This is an optimization exercise on Yosys and OpenROAD, whose aim is small area, not a production implementation. Function was checked by simulation only, so behaviour that the tests miss may differ from the original. Power is estimated from default activity; no workload was simulated.

## flow/design.v (module list and top-level ports; edited modules follow where they fit)
// module dds_demod: 985 lines
// module dds_g_fa: 4 lines
// module dds_g_xor2: 3 lines
// module dds_g_xnor2: 3 lines
// module dds_g_nand2: 3 lines
// module dds_g_nor2: 3 lines
// module dds_g_or2: 3 lines
// module dds_g_and2: 3 lines
// module dds_g_orn2: 3 lines
// module dds_g_a21oi: 3 lines
// module dds_g_o21bai: 3 lines
// module dds_g_o22ai: 3 lines
// module dds_g_a22o: 3 lines
module dds_demod (
    input  logic               clk,
    input  logic               rst,
    input  logic               en,
    input  logic [3:0]         mode,
    input  logic               sym_start,
    input  logic               sample_valid,
    input  logic signed [11:0] wave,
    input  logic signed [11:0] ref_sin,
    input  logic signed [11:0] ref_cos,
    output logic [1:0]         data_out,
    output logic               data_valid,
    output logic               mode_err
);
  // ...
==> flow/run.sh <==
#!/bin/bash
# synth_recipe.tcl (not shown) runs the flow's synth.tcl, then flattens the netlist and writes it again
# the make line also repeats each setting of config.mk as NAME=value (left out here)
make -C /OpenROAD-flow-scripts/flow DESIGN_CONFIG=/design/flow/config.mk WORK_HOME=/design/flow/orfs CLKGATE_MAP_FILE= SYNTH_SCRIPT=/design/flow/synth_recipe.tcl finish
==> flow/config.mk <==
export PLATFORM = sky130hd
export DESIGN_NAME = dds_demod
export DESIGN_NICKNAME = dds_demod
export VERILOG_FILES = /design/flow/design.v
export SDC_FILE = /design/flow/constraint.sdc
export NUM_CORES = 4
export LEC_CHECK = 0
export CAP_MARGIN = 0
export CORE_MARGIN = 2
export CORE_UTILIZATION = 65
export CTS_BUF_LIST = sky130_fd_sc_hd__clkbuf_16
export CTS_CLUSTER_DIAMETER = 150
export CTS_CLUSTER_SIZE = 45
export GPL_TIMING_DRIVEN = 0
export SLEW_MARGIN = 0
export SYNTH_HIERARCHICAL = 1
export SYNTH_MINIMUM_KEEP_SIZE = 0
==> flow/constraint.sdc <==
create_clock -name core_clock -period 10.0 [get_ports {clk}]
set_input_delay 2.0000 -clock core_clock [delete_from_list [all_inputs] [get_ports {clk}]]
set_output_delay 2.0000 -clock core_clock [all_outputs]
set_load 0.01 [all_outputs]
==> run notes, run 1 <==
- Outcome: no timing/DRC/antenna violations
- Post-route ant nets: 0
- Crit path launch: en
- Largest family of logic cells by synthesized area: adder cells
- WS Path Type: in2reg
- Final setup vio count: 0
- Non-filler cells, final: between 1,000 and 1,500
- Comb power: 2.57 mW
- ANT cells: 1
- Clk sinks: 85
- Per-cell routed wire length: roughly 20 um
- Critical Path RT: just over 10,000 ps
- Met1 GRT Util: approximately 45%
- Sequential Power Share: approximately 17%
- Clk. pwr: between 0.3 and 0.4 mW
- CP Depth: 31
- Syn avg cell area: 9.68 um^2
- Synthesized flop and latch total: 85
- Hold buffer count at CTS: 0
- Worst slew pin tran: 1370 ps
- Placed cell area: 11,400 um^2
- Multi-input combinational area share: around 72%
- Largest net degree at the start of global routing: 53
- Synth Area in Compound Gates: between 10% and 20%
- Post-Synth Simple-Gate Area: approximately 15%
- P_seq: 0.601 mW
- Buffering overhead: between 6 and 7%
- Clock slew at reported path FFs: around 80 ps
- Starting DRC count in detailed routing: 776
==> run 2, diff against run 1 <==
--- a/flow/config.mk
+++ b/flow/config.mk
@@ -8,9 +8,7 @@
 export CAP_MARGIN = 0
 export CORE_MARGIN = 2
 export CORE_UTILIZATION = 65
-export CTS_BUF_LIST = sky130_fd_sc_hd__clkbuf_16
-export CTS_CLUSTER_DIAMETER = 150
-export CTS_CLUSTER_SIZE = 45
+export CTS_BUF_LIST = sky130_fd_sc_hd__clkbuf_8
 export GPL_TIMING_DRIVEN = 0
 export SLEW_MARGIN = 0
 export SYNTH_HIERARCHICAL = 1
==> run 2 against run 1 <==
Still clean. Die area stayed put. Register-to-register slack hardly changed. Critical path depth is 8 higher. Count of clock-buffer cells in the layout stayed put. Clock power is 26% lower. Combinational power hardly changed. Sequential cell count stayed put. Sequential share of layout area is 0.19 points higher. Critical path type unchanged. Largest cell class unchanged. Largest power group unchanged. Highest routed layer unchanged.
==> run notes, run 2 <==
- Synthesized flop and latch total: 85 (unchanged)
- Drc violations: 0
- PortBufs: 48
- Delay of the slowest critical-path stage: around 480 ps
- Distinct cells, synth: 38
- Peak fanout along the critical path: 52
- Drt total wl: around 27,000 um
- Gr ovfl total: 0
- Routability cong.: ~0.84
- Top FF cell, synth: dfxtp_1
- Outcome: no timing/DRC/antenna violations
- H-tree depth: 3
- Clock slew at reported path FFs: 100 ps (+20 ps)
- PwrDens: around 280 nW/um^2
- Final setup vio count: 0 (unchanged)
- Sequential Area: 1870 um^2
- # nets final: around 1,400
- Initial antenna violation count: 0
- ANT cells: 0 (-1)
- Top post-synthesis cells by area: fa_1 (26%), xnor2_1 (19%), dfxtp_1 (12%), o22ai_1 (8.6%), or2_1 (6.2%)
- DPL Wire Length: 18,800 um
- Max-slew headroom: a little under 10%
- Placement Setup Slack: -2200 ps
- Cell row count: 46
- Multi-input logic area: between 8000 and 9000 um^2
- WP buf/inv: 3
- Die X-Extent: 132 um
- Syn avg cell area: 9.68 um^2 (unchanged)
- Top Ports: between 40 and 50
- Worst min path class: reg2reg
- Syn Nets: around 1,300
- Root Buffer: clkbuf_8
- Final Slew Violations: 0
- Max Root-Sink Buffers: 2
- Tmin final: around 9500 ps
- Gate Count Post-Synth: between 1,000 and 1,500
- Clk sinks: 85 (unchanged)
- Core ar.: between 15,000 and 20,000 um^2
- Peak supply drop: ~0.31 mV
- Starting DRC count in detailed routing: 722 (-7.0%)
- Die Footprint: roughly 17,000 um^2
- Avg Vias per Cell: between 6 and 7
- Fraction of layout cells with a size suffix above 1: 9.12%
- Per-cell routed wire length: 19.5 um (-2.1%)
- Top-count cell post-synth: xnor2_1
- Largest net degree at the start of global routing: 53 (unchanged)
- Async set or reset register ratio after synthesis: under 10%
- Post-route ant nets: 0 (unchanged)
- Fmax: between 100 and 150 MHz
- Slowest-stage cell, CP: fa_1
- Worst setup margin: approximately 510 ps
- Tot GR Track Use: 33.1%
- Hold WS: about 490 ps
- Maxcap violations: 0
- Worst slew pin tran: 1350 ps (-12.7 ps)
- CP endpoint kind: register
- Vias in the first global route: between 9,000 and 10,000
- CTS tree: yes
- Die H: roughly 130 um
- Synth top area share: around 26%
- YS warnings: 7
- Starting density of the core: about two thirds
- Cell taking the most area after synthesis: fa_1
- Arr. time, crit path: slightly below 10,000 ps
- CP delay by family, top: simple AND/OR/NAND/NOR gates
- Number of flops mapped to enable cells by yosys: 13
- Netlist Area Pre-Place: around 11,000 um^2
- Area Overhead vs Synth: 13.4%
- TritonCTS Buffers: 9
- Period utilization: between 90% and 100%
- DRT Pass-1 Iters: 5
- Critical Path RT: 10,330 ps (+30 ps)
- CP Launch Type: input pin
- Via count of the routed design: approximately 8,500
- Fillers: 1,201
- Clock skew: approximately 14 ps
- Commonest non-fill, non-tap cells in the layout: xnor2_1 (232), o22ai_1 (146), fa_1 (136)
- WS Path Type: in2reg
- Commonest non-fill, non-tap cell in the layout: xnor2_1
- Final hold vios: 0
- Sequential share of the synthesized area: between 10% and 20%
- Clk latency of the worst-skew pair: around 400 ps
- Top cells by count, synth: xnor2_1 (232), o22ai_1 (146), fa_1 (136)
- Static Leak: ~3.8 nW
- First-pass GRT wire length: around 46,000 um
run 2: layer usage:
layer / vias up / track usage (%) / share of wire, %
li1: 3882 / - / -
met1: 4198 / 45.0 / 41
met2: 403 / 52.5 / 48
met3: 65 / 6.13 / 8.0
met4: 0 / 13.8 / 3.1
met5: - / 0 / 0
run 2: per-stage QoR:
step | instance area [um^2] | util [%] | cells | TNS [ps] | power [mW]
finish | 12000 | 75.5 | 1400 | 0 | 3.42
global route | 12000 | 75.5 | 1400 | -49.6 | 3.75
CTS | 11800 | 74.4 | 1394 | 0 | 3.35
detailed placement | 11400 | 71.9 | 1361 | -33000 | 3.03
global placement | 11300 | 71.3 | 1356 | -28830 | 2.96
floorplan | 10600 | - | 1092 | 0 | 2.61
run 2: path summary, 6_finish.rpt:
kind	from	endpoint	slack, ps	cells past startpoint
min in group asynchronous	rst	dout_reg[1]$_DFFE_PN0P_	1870	1
worst min-delay path	dec_reg[0]$_DFFE_PP_	dout_reg[0]$_DFFE_PN0P_	490	1
max in group asynchronous	rst	active_reg$_DFFE_PN0P_	7870	1
worst max-delay path	en	ci_nacc[31]$_DFF_P_	510	39
worst max register to register	cq_nacc[31]$_DFF_P_	dec_reg[0]$_DFFE_PP_	1300	34
worst min register to register	dec_reg[0]$_DFFE_PP_	dout_reg[0]$_DFFE_PN0P_	490	1
run 2: what timing repair did:
item	CTS	global route
setup endpoints to repair	23	10
gates cloned	5	0
resized for setup	24	28
hold buffers	0	0
pin swaps	1	2
buffers inserted	12	6
run 2: cells by family (layout without fill, tap and decap cells):
logic type                 after synthesis  count (layout)  share of synthesized area, %
adders and majority gates              138             138                          26.0
AOI/OAI and AO/OA                      216             216                          13.9
buffers and inverters                   42             133                          1.57
muxes                                    3               3                         0.320
and+or+nand+nor                        303             304                          15.2
DFF                                     85              85                          17.7
xor gates and xnor gates               305             305                          25.3
run 2: final cells by class:
class,count,area share [%]
sequential,85,15.6
inverter,40,1.45
clock inverter,7,0.636
tap,216,2.25
timing repair inverter,4,0.209
multi-input combinational,966,72.8
clock buffer,9,1.03
buffer,2,0.209
timing repair buffer,71,5.83
run 2: report_power, final:
part | internal (mW) | switching, mW
sequential | 0.511 | 0.0900
combinational | 1.24 | 1.31
clock | 0.0994 | 0.161
total | 1.85 | 1.56
run 2: per-module statistics from Yosys (local to each module, per instance), a selection:
| module | cells | copies in the design | flip-flops and latches | area [um^2] |
|---|---|---|---|---|
| dds_g_a21oi | 1 | 14 | 0 | 8.76 |
| dds_g_nor2 | 1 | 82 | 0 | 3.75 |
| dds_g_o21bai | 1 | 16 | 0 | 7.51 |
| dds_g_and2 | 1 | 14 | 0 | 6.26 |
| dds_g_xor2 | 1 | 68 | 0 | 8.76 |
| dds_g_a22o | 1 | 28 | 0 | 8.76 |
| dds_demod | 215 | 1 | 85 | 2620 |
| dds_g_fa | 1 | 136 | 0 | 20.0 |
| dds_g_or2 | 1 | 105 | 0 | 6.26 |
==> run 3, diff against run 2 <==
==> flow/flow/run.sh (new file) <==
#!/bin/bash
# Standard layout, with a small buffer cell on the ports instead of the
# resizer's default pick.
set -e
export BUFFER_PORTS_ARGS="-buffer_cell sky130_fd_sc_hd__buf_2"
bash standard.sh > standard.log 2>&1
==> flow/standard.sh (new file) <==
#!/bin/bash
# synth_recipe.tcl (not shown) runs the flow's synth.tcl, then flattens the netlist and writes it again
# the make line also repeats each setting of config.mk as NAME=value (left out here)
make -C /OpenROAD-flow-scripts/flow DESIGN_CONFIG=/design/flow/config.mk WORK_HOME=/design/flow/orfs CLKGATE_MAP_FILE= SYNTH_SCRIPT=/design/flow/synth_recipe.tcl "${@:-finish}"
removed: flow/run.sh
==> run 3 against run 2 <==
Worst hold slack improved by 0.99 ps. Power fell by 1.9%. Largest cell class unchanged. Wire length fell by 3.8%.
==> run notes, run 3 <==
- Met1 GRT Util: 43.1% (-1.9 points)
- Worst slew pin tran: 1390 ps (+35.0 ps)
- Switching share of power: 45.4% (-0.31 points)
- Number of flops mapped to enable cells by yosys: 13 (unchanged)
- Fmax: 107 MHz (+1.2%)
- DPL Wire Length: 18,500 um (-1.5%)
- Die Footprint: 17,300 um^2 (unchanged)
- Routability cong.: 0.844 (+0.97%)
- Worst min path class: reg2reg
- CP delay by family, top: simple AND/OR/NAND/NOR gates
- First-pass GRT wire length: 43,200 um (-5.6%)
- Slowest-stage cell, CP: nand2_1
- Max Root-Sink Buffers: 2 (unchanged)
- GR Util met2: 50.3% (-2.2 points)
- Synth top area share: 25.8% (unchanged)
- CTS tree: yes
- Commonest non-fill, non-tap cell in the layout: xnor2_1
- Top cells by count, synth: xnor2_1 (232), o22ai_1 (146), fa_1 (136)
- Clk latency of the worst-skew pair: 400 ps (about the same)
- Final Slew Violations: 0 (unchanged)
- Drc violations: 0 (unchanged)
- Maxcap violations: 0 (unchanged)
- Arr. time, crit path: 9710 ps (-120 ps)
- Tot GR Track Use: 31.4% (-1.8 points)
- Max-slew headroom: 7.31% (-2.3 points)
- Root Buffer: clkbuf_8
- Clock slew at reported path FFs: 110 ps (about the same)
- Syn Nets: 1,275 (unchanged)
- Top Ports: 49 (unchanged)
- Top FF cell, synth: dfxtp_1
- Clock share of power: 7.7% (about the same)
- Top post-synthesis cells by area: fa_1 (26%), xnor2_1 (19%), dfxtp_1 (12%), o22ai_1 (8.6%), or2_1 (6.2%)
- H-tree depth: 3 (unchanged)
- GRT Max-Usage Layer: met2
- Cell taking the most area after synthesis: fa_1
- Peak fanout along the critical path: 26 (-50%)
- PwrDens: 290 nW/um^2 (+1.8%)
- Delay of the slowest critical-path stage: 710 ps (+230 ps)
- Crit Reg-Reg Startpoint: cq_nacc[31]$_DFF_P_
- Fillers: 1,242 (+3.4%)
- Avg Vias per Cell: 6.04 (-1.0%)
- Tmin final: 9380 ps (-109 ps)
- Period utilization: 93.8% (-1.1 points)
- Hold WS: 487 ps (+0.991 ps)
- CP Launch Type: input pin
- WP buf/inv: 2 (-1)
- Final hold vios: 0 (unchanged)
- Met3 Use GR: 5.79% (-0.35 points)
- Fin util: 72.8% (-2.7 points)
- Clock skew: 17.4 ps (+3.77 ps)
- Gr ovfl total: 0 (unchanged)
- Commonest non-fill, non-tap cells in the layout: xnor2_1 (232), o22ai_1 (146), fa_1 (136)
- Core ar.: 15,900 um^2 (unchanged)
- Final setup vio count: 0 (unchanged)
- Cell row count: 46 (unchanged)
- Sequential share of the synthesized area: 17.7% (unchanged)
- Syn avg cell area: 9.68 um^2 (unchanged)
- Critical Path RT: 10,320 ps (about the same)
- Power after layout: 3.35 mW (-1.9%)
- WS Path Type: in2reg
- Hold wc startpoint: dec_reg[0]$_DFFE_PP_
- Area Overhead vs Synth: 9.39%
- Async set or reset register ratio after synthesis: 9.41% (unchanged)
- Gate power share: 74.4% (-0.4 points)
- Peak supply drop: 0.288 mV (-6.4%)
- CP endpoint kind: register
- Gate Count Post-Synth: 1,092 (unchanged)
- Static Leak: 3.71 nW (-2.8%)
- Power Internal: 1.83 mW (-1.3%)
- Fraction of layout cells with a size suffix above 1: 11.5% (+2.3 points)
- Crit path launch: sample_valid
- Vias in the first global route: 8,511 (-6.9%)
- Post-route ant nets: 0 (unchanged)
- Outcome: no timing/DRC/antenna violations
- PortBufs: 48 (unchanged)
- DRT Pass-1 Iters: 8 (+3)
- Starting density of the core: 66.5% (unchanged)
- Initial antenna violation count: 1 (+1)
- # nets final: 1,348 (-1.0%)
- Sequential Power Share: 17.9% (+0.3 points)
- Clk sinks: 85 (unchanged)
- Netlist Area Pre-Place: 10,600 um^2 (unchanged)
- TritonCTS Buffers: 9 (unchanged)
- Per-cell routed wire length: 19.0 um (-2.8%)
- ANT cells: 0 (unchanged)
- Top-count cell post-synth: xnor2_1
- Net Switching: 1.52 mW (-2.5%)
- Starting DRC count in detailed routing: 655 (-9.3%)
- Via count of the routed design: 8,378 (-2.0%)
- YS warnings: 7 (unchanged)
- Die H: 132 um (unchanged)
- Largest net degree at the start of global routing: 53 (unchanged)
- Synthesized flop and latch total: 85 (unchanged)
- Drt total wl: 26,300 um (-3.8%)
- Critical Path Most Common Cell: a21oi_2
- Distinct cells, synth: 38 (unchanged)
- Die X-Extent: 132 um (unchanged)
## run 3: cell counts after synthesis
No cell type changed its count.
## run 3: logic make-up after synthesis
kind of cell               count (synthesis)  share of synthesized area [%]
xor gates and xnor gates                 305                           25.3
and+or+nand+nor                          303                           15.2
AOI/OAI and AO/OA                        216                           13.9
adders and majority gates                138                           26.0
muxes                                      3                          0.320
DFF                                       85                           17.7
buffers and inverters                     42                           1.57
## run 3: through the flow
| step | setup slack (ps) | area, um^2 | std cells | TNS, ps |
|---|---|---|---|---|
| 4_1_cts | 12.5 | 11500 | 1384 | 0 |
| 2_1_floorplan | 91.0 | 10600 | 1092 | 0 |
| 5_1_grt | -5.71 | 11600 | 1386 | -5.71 |
| 3_3_place_gp | -1620 | 11100 | 1356 | -19500 |
| 6_report | 615 | 11600 | 1386 | 0 |
| 3_5_place_dp | -1830 | 11200 | 1361 | -23490 |
## run 3: timing repair
item | in CTS | in global routing
gates resized for setup | 12 | 21
pin swaps | 0 | 1
hold buffers | 0 | 0
endpoints found under the setup margin | 19 | 10
setup buffers | 4 | 0
cloned | 3 | 2
## run 3: worst reg2reg max path, delay by kind of cell (launching register included)
family | cells | cell delay [ps]
AND/OR/NAND/NOR | 28 | 6140
adder cells (fa/ha/maj) | 1 | 940
AO/OA/AOI/OAI | 3 | 620
flip-flops | 1 | 420
XOR/XNOR | 1 | 260
buffers and inverters | 1 | 80
## run 3: per-module statistics from Yosys (local to each module, per instance)
module,times used,flip-flops and latches,area (um^2)
dds_demod,1,85,2620
dds_g_fa,136,0,20.0
dds_g_a21oi,14,0,8.76
dds_g_a22o,28,0,8.76
dds_g_xnor2,230,0,8.76
dds_g_xor2,68,0,8.76
dds_g_o21bai,16,0,7.51
dds_g_and2,14,0,6.26
dds_g_o22ai,144,0,6.26
dds_g_or2,105,0,6.26
dds_g_orn2,12,0,6.26
dds_g_nand2,28,0,3.75
dds_g_nor2,82,0,3.75
## run 3: metal layers
layer / vias up / part of all wire, %
li1: 3857 / -
met5: - / 0.24
met3: 47 / 8.3
met2: 362 / 47
met1: 4108 / 42
met4: 4 / 2.6
## run 3: power groups by stage
stage / Sequential (mW) / Clock (mW) / Combinational [mW]
floorplan: 0.574 / 0 / 2.04
global placement: 0.604 / 0 / 2.35
detailed placement: 0.605 / 0 / 2.41
CTS: 0.600 / 0.266 / 2.44
global route: 0.615 / 0.276 / 2.80
finish: 0.600 / 0.258 / 2.49
## run 3: worst paths after layout
check / endpoint / slack [ps] / cells past startpoint
setup / recovery: ci_nacc[31]$_DFF_P_ / 620 / 33
setup reg to reg: dec_reg[0]$_DFFE_PP_ / 1290 / 34
max in group asynchronous: active_reg$_DFFE_PN0P_ / 8400 / 1
hold reg to reg: dout_reg[0]$_DFFE_PN0P_ / 490 / 1
min in group asynchronous: pe_reg$_DFFE_PN0P_ / 1420 / 1
hold / removal: dout_reg[0]$_DFFE_PN0P_ / 490 / 1
## run 3: layout make-up
type	instances	area [um^2]	area share (%)
multi-input cells	966	8660	74.9
flip-flops and latches	85	1870	16.2
repair buffers	57	345	2.99
well taps	216	270	2.34
inverters	40	173	1.49
clock buffers	9	124	1.07
clock inverters	7	76.3	0.660
repair inverters	4	25.0	0.216
plain buffers	2	16.3	0.141

[separate check: timing with driven ports]
Ports are ideal in the flow. The routed layouts listed here were re-timed in OpenROAD. Step 1 sets driving cells, clkbuf_16 on the clock port and buf_2 on the other inputs (assumed; they add their load-dependent delay and slew). Step 2, shift: input delay + t, output delay - t, t = (earliest + latest rising clock arrival at the registers) / 2. This alone moves slack from input paths to output paths. a / b / c = ideal ports / drivers / drivers and shift; a / b = the first two.
| run | shift t [ns] | setup WS [ns] | hold WS [ns] | worst register clock-pin slew, ns | pins driven straight from the clock port |
|---|---|---|---|---|---|
| run 1 | 0.407 | 0.527 / 0.549 / 0.142 | 0.479 / 0.479 / 0.479 | 0.08 / 0.08 | 1 |
| run 2 | 0.434 | 0.506 / 0.525 / 0.091 | 0.486 / 0.486 / 0.486 | 0.11 / 0.11 | 1 |
| run 3 | 0.428 | 0.615 / 0.631 / 0.203 | 0.487 / 0.487 / 0.487 | 0.11 / 0.11 | 1 |
After both steps setup and hold are still met in every run listed. The setup slack of run 2, which loses most, moves by +0.019 ns with the drivers and by -0.415 ns with both steps.
